From an optimization exercise on the open Yosys and OpenROAD flow, aimed at small area, a short achievable clock period and few clock cycles per item; shortcuts taken in it are not production practice.
Function was checked by simulation only, so behaviour that the tests miss may differ from the original.
No activity file was given, so power comes from the tool's default toggle rates.

==> 06-11 <==
// depth_to_point_cloud
module depth_to_point_cloud #(
  parameter int MAX_COLS = d2pc_pkg::DEFAULT_MAX_COLS,
  parameter int MAX_ROWS = d2pc_pkg::DEFAULT_MAX_ROWS
) (
  input  logic                                clk,
  input  logic                                rst,
  input  logic                                in_valid,
  output logic                                in_stall,
  input  logic [d2pc_pkg::DEPTH_W-1:0]        depth_value,
  input  logic [d2pc_pkg::COLOR_W-1:0]        red_or_grey,
  input  logic [d2pc_pkg::COLOR_W-1:0]        green_byte,
  input  logic [d2pc_pkg::COLOR_W-1:0]        blue_byte,
  output logic                                out_valid,
  input  logic                                out_stall,
  output logic signed [d2pc_pkg::COORD_W-1:0] point_x,
  output logic signed [d2pc_pkg::COORD_W-1:0] point_y,
  output logic [d2pc_pkg::DEPTH_W-1:0]        point_z,
  output logic                                point_valid,
  output logic [d2pc_pkg::COLOR_W-1:0]        out_red,
  output logic [d2pc_pkg::COLOR_W-1:0]        out_green,
  output logic [d2pc_pkg::COLOR_W-1:0]        out_blue,
  output logic                                frame_end,
  output logic                                frame_dense,
  input  logic                                cfg_valid,
  output logic                                cfg_ready,
  input  logic [d2pc_pkg::CFG_IDX_W-1:0]      cfg_index,
  input  logic [d2pc_pkg::CFG_DATA_W-1:0]     cfg_data
);
Settings: LEC_CHECK=0, CAP_MARGIN=20, CORE_MARGIN=2, CORE_UTILIZATION=65, CTS_BUF_LIST=sky130_fd_sc_hd__clkbuf_4 sky130_fd_sc_hd__clkbuf_8, PLACE_DENSITY=0.8, SETUP_SLACK_MARGIN=4.8, SLEW_MARGIN=20; clock period 9.0 ns.
standard.sh (not shown) runs the stock make flow with config.mk's settings and CLKGATE_MAP_FILE= SYNTH_SCRIPT=/design/flow/synth_recipe.tcl, a recipe that flattens the netlist after the stock synthesis.
==> flow/flow/run.sh <==
#!/bin/bash
# Standard layout, with the port buffers inserted at placement made from the platform's
# plain buffer instead of the delay buffer the resizer would otherwise pick.
set -euo pipefail
bash standard.sh BUFFER_PORTS_ARGS="-buffer_cell sky130_fd_sc_hd__buf_2" finish > standard_flow.log 2>&1
==> 05-25: changes against 06-11 <==
--- a/flow/design.v
+++ b/flow/design.v
@@ -319,32 +319,37 @@
         gg[i] = gg[i] | (pp[i] & gg[i - d]);
         pp[i] = pp[i] & pp[i - d];
       end
     end
     cpa = p ^ {gg[HI_W-2:0], cin};
   endfunction
-  function automatic logic [QUO_W-1:0] finish(input logic [CS_W-1:0] sc);
-    logic [HI_W-1:0] sum;
+  localparam int OQ_W = COORD_W + 2;
+  function automatic logic [OQ_W-1:0] finish(input logic [CS_W-1:0] sc);
+    logic [HI_W-1:0]  sum;
+    logic [QUO_W-1:0] quo;
+    logic             sat;
     sum    = cpa(sc[HI_W:1], sc[CS_W-1 -: HI_W], sc[0]);
-    finish = sum[HI_W-1:FRAC_SH-LOW_W];
+    quo    = sum[HI_W-1:FRAC_SH-LOW_W];
+    sat    = !(quo[QUO_W-1:COORD_W-1] == '0 || quo[QUO_W-1:COORD_W-1] == '1);
+    finish = {sat, quo[QUO_W-1], quo[COORD_W-1:0]};
   endfunction
-  function automatic logic [COORD_W-1:0] saturate(input logic [QUO_W-1:0] quo);
-    if (quo[QUO_W-1:COORD_W-1] == '0 || quo[QUO_W-1:COORD_W-1] == '1) begin
-      saturate = quo[COORD_W-1:0];
+  function automatic logic [COORD_W-1:0] saturate(input logic [OQ_W-1:0] q);
+    if (q[OQ_W-1]) begin
+      saturate = {q[COORD_W], {(COORD_W-1){~q[COORD_W]}}};
     end else begin
-      saturate = {quo[QUO_W-1], {(COORD_W-1){~quo[QUO_W-1]}}};
+      saturate = q[COORD_W-1:0];
     end
   endfunction
   logic [NDIG*PP_W-1:0]   pp_x;
   logic [NDIG*PP_W-1:0]   pp_y;
   logic [PROD_W-1:0]      tx_sum;
   logic [PROD_W-1:0]      tx_carry;
   logic [PROD_W-1:0]      ty_sum;
   logic [PROD_W-1:0]      ty_carry;
-  logic [QUO_W-1:0]       out_qx;
-  logic [QUO_W-1:0]       out_qy;
+  logic [OQ_W-1:0]        out_qx;
+  logic [OQ_W-1:0]        out_qy;
   logic [NDIG-1:0]        in_one;
   logic [NDIG-1:0]        in_two;
   logic [NDIG-1:0]        in_neg;
   logic [2*NDIG:0]        d_ext;
   logic [DEPTH_W-1:0]     in_depth;
   logic [DEPTH_W-1:0] s1_depth;
SETUP_SLACK_MARGIN = 4.75   (was 4.8)
==> 12-13: changes against 06-11 <==
--- a/flow/design.v
+++ b/flow/design.v
@@ -127,35 +127,32 @@
   assign y_off = {1'b0, row_count, 1'b0} - {2'b0, rows_m1};
   always_ff @(posedge clk) begin
     if (rst) begin
       req       <= 1'b0;
       busy      <= 1'b0;
       eng_first <= 1'b0;
-      eng_shift <= 1'b0;
       fresh     <= 1'b1;
       bit_idx <= '0;
       x_bit   <= 1'b0;
       y_bit   <= 1'b0;
     end else begin
       if (recalc || anomaly) begin
         req       <= 1'b1;
         busy      <= 1'b0;
         eng_first <= 1'b0;
-        eng_shift <= 1'b0;
       end else if (req) begin
         if (!s1_valid) begin
           req       <= 1'b0;
           busy      <= 1'b1;
           eng_first <= 1'b1;
           bit_idx <= 4'(MAG_W);
           x_bit   <= x_off[MAG_W];
           y_bit   <= y_off[MAG_W];
         end
       end else if (busy) begin
         eng_first <= 1'b0;
-        eng_shift <= bit_idx != '0;
         if (bit_idx == '0) begin
           busy <= 1'b0;
         end else begin
           x_bit <= x_off[bit_idx - 4'd1];
           y_bit <= y_off[bit_idx - 4'd1];
         end
@@ -166,12 +163,13 @@
       end else if (accept) begin
         fresh <= 1'b0;
       end
     end
   end
   assign busy_any  = req | busy;
+  assign eng_shift = busy & ~eng_first;
   d2pc_queue u_track_x (
     .clk       (clk),
     .rst       (rst),
     .rst_value (RST_SCALE_X),
     .inv_focal (inv_focal),
     .load      (busy | (accept & ~fresh)),
@@ -209,12 +207,40 @@
 );
   logic [SCALE_W-1:0] a;
   logic [SCALE_W-1:0] b;
   logic               cin;
   logic [SCALE_W-1:0] f_ext;
   assign f_ext = SCALE_W'(inv_focal);
+  function automatic logic [SCALE_W-1:0] add_c(
+    input logic [SCALE_W-1:0] x,
+    input logic [SCALE_W-1:0] y,
+    input logic           cin
+  );
+    logic [SCALE_W-1:0] g;
+    logic [SCALE_W-1:0] p;
+    logic [SCALE_W-1:0] gg;
+    logic [SCALE_W-1:0] pp;
+    g  = x & y;
+    p  = x ^ y;
+    gg = g;
+    pp = p;
+    gg[0] = g[0] | (p[0] & cin);
+    for (int d = 1; d < SCALE_W; d = d * 2) begin
+      for (int i = 2 * d - 1; i < SCALE_W; i = i + 2 * d) begin
+        gg[i] = gg[i] | (pp[i] & gg[i - d]);
+        pp[i] = pp[i] & pp[i - d];
+      end
+    end
+    for (int d = 32; d >= 1; d = d / 2) begin
+      for (int i = 3 * d - 1; i < SCALE_W; i = i + 2 * d) begin
+        gg[i] = gg[i] | (pp[i] & gg[i - d]);
+        pp[i] = pp[i] & pp[i - d];
+      end
+    end
+    add_c = p ^ {gg[SCALE_W-2:0], cin};
+  endfunction
   always_comb begin
     if (first) begin
       a   = '0;
       b   = bit_in ? ~f_ext : '0;
       cin = bit_in;
     end else if (shift) begin
@@ -232,13 +258,13 @@
     end
   end
   always_ff @(posedge clk) begin
     if (rst) begin
       scale <= rst_value;
     end else if (load) begin
-      scale <= a + b + {{(SCALE_W-1){1'b0}}, cin};
+      scale <= add_c(a, b, cin);
     end
   end
 endmodule
 import d2pc_pkg::*;
 module d2pc_back (
   input  logic                                clk,
==> flow/run.sh (new file) <==
#!/bin/bash
# synth_recipe.tcl (not shown) runs the flow's synth.tcl, then flattens the netlist and writes it again
# the make line also repeats each setting of config.mk as NAME=value (left out here)
make -C /OpenROAD-flow-scripts/flow DESIGN_CONFIG=/design/flow/config.mk WORK_HOME=/design/flow/orfs CLKGATE_MAP_FILE= SYNTH_SCRIPT=/design/flow/synth_recipe.tcl finish
CTS_BUF_LIST = not set   (was sky130_fd_sc_hd__clkbuf_4 sky130_fd_sc_hd__clkbuf_8)
SETUP_SLACK_MARGIN = 4.5   (was 4.8)
removed: flow/flow/run.sh
removed: flow/standard.sh
==> flow_results.xml <==
<?xml version="1.0" encoding="UTF-8"?>
<metrics>
  <group name="routing">
    <metric name="route.met3.wl" unit="um">31800</metric>
  </group>
  <group name="setup_path">
    <metric name="critical_path_max_stage_delay" unit="ns">0.41</metric>
    <metric name="crit-reg2reg-launch" unit="">u_back.s1_one[4]</metric>
    <metric name="rr_worst_depth" unit="">11</metric>
    <metric name="regToRegSetupSlack" unit="ns">4.73</metric>
  </group>
  <group name="floorplanning">
    <metric name="initial_utilization" unit="%">65.4</metric>
  </group>
  <group name="cells_and_area">
    <metric name="nFillCells" unit="">6923</metric>
    <metric name="number_of_nets_in_the_finished_design" unit="">7777</metric>
    <metric name="post-route-util" unit="%">71.6</metric>
    <metric name="layout.area.seq" unit="um2">16400</metric>
    <metric name="nonClockBufferCount" unit="">404</metric>
  </group>
  <group name="run_status">
    <metric name="outcome" unit="">complete, no violations</metric>
  </group>
  <group name="global_routing">
    <metric name="grt_max_degree" unit="">156</metric>
    <metric name="gr-usage-all-layers" unit="%">39.2</metric>
  </group>
  <group name="sta">
    <metric name="finalCriticalPeriod" unit="ns">4.41</metric>
    <metric name="finalCritPeriodShare" unit="%">49.0</metric>
  </group>
  <group name="clock_network">
    <metric name="post_cts_resize_count" unit="">183</metric>
  </group>
  <group name="synth">
    <metric name="synth-edff-count" unit="">420</metric>
  </group>
  <group name="power">
    <metric name="powerClk" unit="W">0.00283</metric>
  </group>
</metrics>
the above is filed under 06-11

==> flow_results.xml <==
<?xml version="1.0" encoding="UTF-8"?>
<metrics>
  <group name="sta">
    <metric name="finalCriticalPeriod" unit="ns">4.50</metric>
    <metric name="fin_worst_skew" unit="ns">0.0280</metric>
    <metric name="finalCritPeriodShare" unit="%">50.0</metric>
  </group>
  <group name="global_routing">
    <metric name="grt_busiest_layer" unit="">met2</metric>
    <metric name="grt_max_degree" unit="">159</metric>
  </group>
  <group name="cells_and_area">
    <metric name="nonClockBufferCount" unit="">361</metric>
    <metric name="layout.area.seq" unit="um2">16400</metric>
    <metric name="post-route-util" unit="%">71.3</metric>
    <metric name="nFillCells" unit="">6948</metric>
    <metric name="number_of_nets_in_the_finished_design" unit="">7530</metric>
  </group>
  <group name="synth">
    <metric name="synth-edff-count" unit="">420</metric>
  </group>
  <group name="routing">
    <metric name="route.met3.wl" unit="um">24700</metric>
  </group>
  <group name="floorplanning">
    <metric name="initial_utilization" unit="%">65.5</metric>
  </group>
  <group name="setup_path">
    <metric name="critical_path_max_stage_delay" unit="ns">1.13</metric>
  </group>
  <group name="placement">
    <metric name="dp_hpwl" unit="um">119000</metric>
  </group>
  <group name="clock_network">
    <metric name="post_cts_resize_count" unit="">70</metric>
  </group>
  <group name="power">
    <metric name="powerClk" unit="W">0.00309</metric>
  </group>
  <group name="run_status">
    <metric name="outcome" unit="">complete, no violations</metric>
  </group>
</metrics>
the above is filed under 12-13

==> flow_results.xml <==
<?xml version="1.0" encoding="UTF-8"?>
<metrics>
  <group name="sta">
    <metric name="finalCritPeriodShare" unit="%">47.3</metric>
    <metric name="finalCriticalPeriod" unit="ns">4.25</metric>
  </group>
  <group name="global_routing">
    <metric name="gr-usage-all-layers" unit="%">36.6</metric>
    <metric name="grt_max_degree" unit="">156</metric>
  </group>
  <group name="cells_and_area">
    <metric name="post-route-util" unit="%">71.4</metric>
    <metric name="nFillCells" unit="">6949</metric>
    <metric name="layout.area.seq" unit="um2">16200</metric>
  </group>
  <group name="clock_network">
    <metric name="cts.sinks" unit="">601</metric>
    <metric name="post_cts_resize_count" unit="">163</metric>
  </group>
  <group name="floorplanning">
    <metric name="core-area" unit="um2">98600</metric>
    <metric name="initial_utilization" unit="%">65.8</metric>
  </group>
  <group name="synth">
    <metric name="synth-edff-count" unit="">414</metric>
  </group>
  <group name="run_status">
    <metric name="outcome" unit="">complete, no violations</metric>
  </group>
  <group name="setup_path">
    <metric name="crit-reg2reg-launch" unit="">u_back.s1_one[3]</metric>
    <metric name="rr_worst_depth" unit="">10</metric>
    <metric name="critical_path_max_stage_delay" unit="ns">0.59</metric>
  </group>
  <group name="power">
    <metric name="powerClk" unit="W">0.00286</metric>
  </group>
</metrics>
the above is filed under 05-25

Testbench counts of 06-11, summed over its fixed seeds: cycles 24,696, items 24,576.
Testbench counts of 05-25, summed over its fixed seeds: cycles 24,696, items 24,576.
Testbench counts of 12-13, summed over its fixed seeds: cycles 24,696, items 24,576.

port drivers added, routing unchanged:
In the flow no input, the clock included, has a driving cell. The finished layouts below were timed again as built, in two steps. Step 1 (the two cells are an assumption about what drives the block):
set clk [get_ports {clk}]
set_driving_cell -lib_cell sky130_fd_sc_hd__clkbuf_16 $clk
set_driving_cell -lib_cell sky130_fd_sc_hd__buf_2 [delete_from_list [all_inputs] $clk]
Step 2 times the ports against the registers' clock, not the clock port: input delays grow and output delays shrink by t, the midpoint of the rising clock arrivals with the driver on. Three values: ideal ports, drivers, drivers and shift; two values: the first two.
| run | shift t [ns] | slack for setup (ns) | latest minus earliest clock arrival (ns) | worst register clock-pin slew, ns | worst data-port slew with drivers (ns) |
|---|---|---|---|---|---|
| 06-11 | 0.883 | 4.590 / 4.525 / 4.266 | 0.074 / 0.074 | 0.07 / 0.07 | 0.06 |
| 05-25 | 0.866 | 4.747 / 4.743 / 4.114 | 0.072 / 0.072 | 0.08 / 0.08 | 0.05 |
| 12-13 | 0.748 | 4.499 / 4.499 / 4.082 | 0.035 / 0.035 | 0.06 / 0.06 | 0.07 |
After both steps every run listed still meets setup and hold. The setup slack of 05-25, which loses most, moves by -0.004 ns with the drivers and by -0.633 ns with both steps.
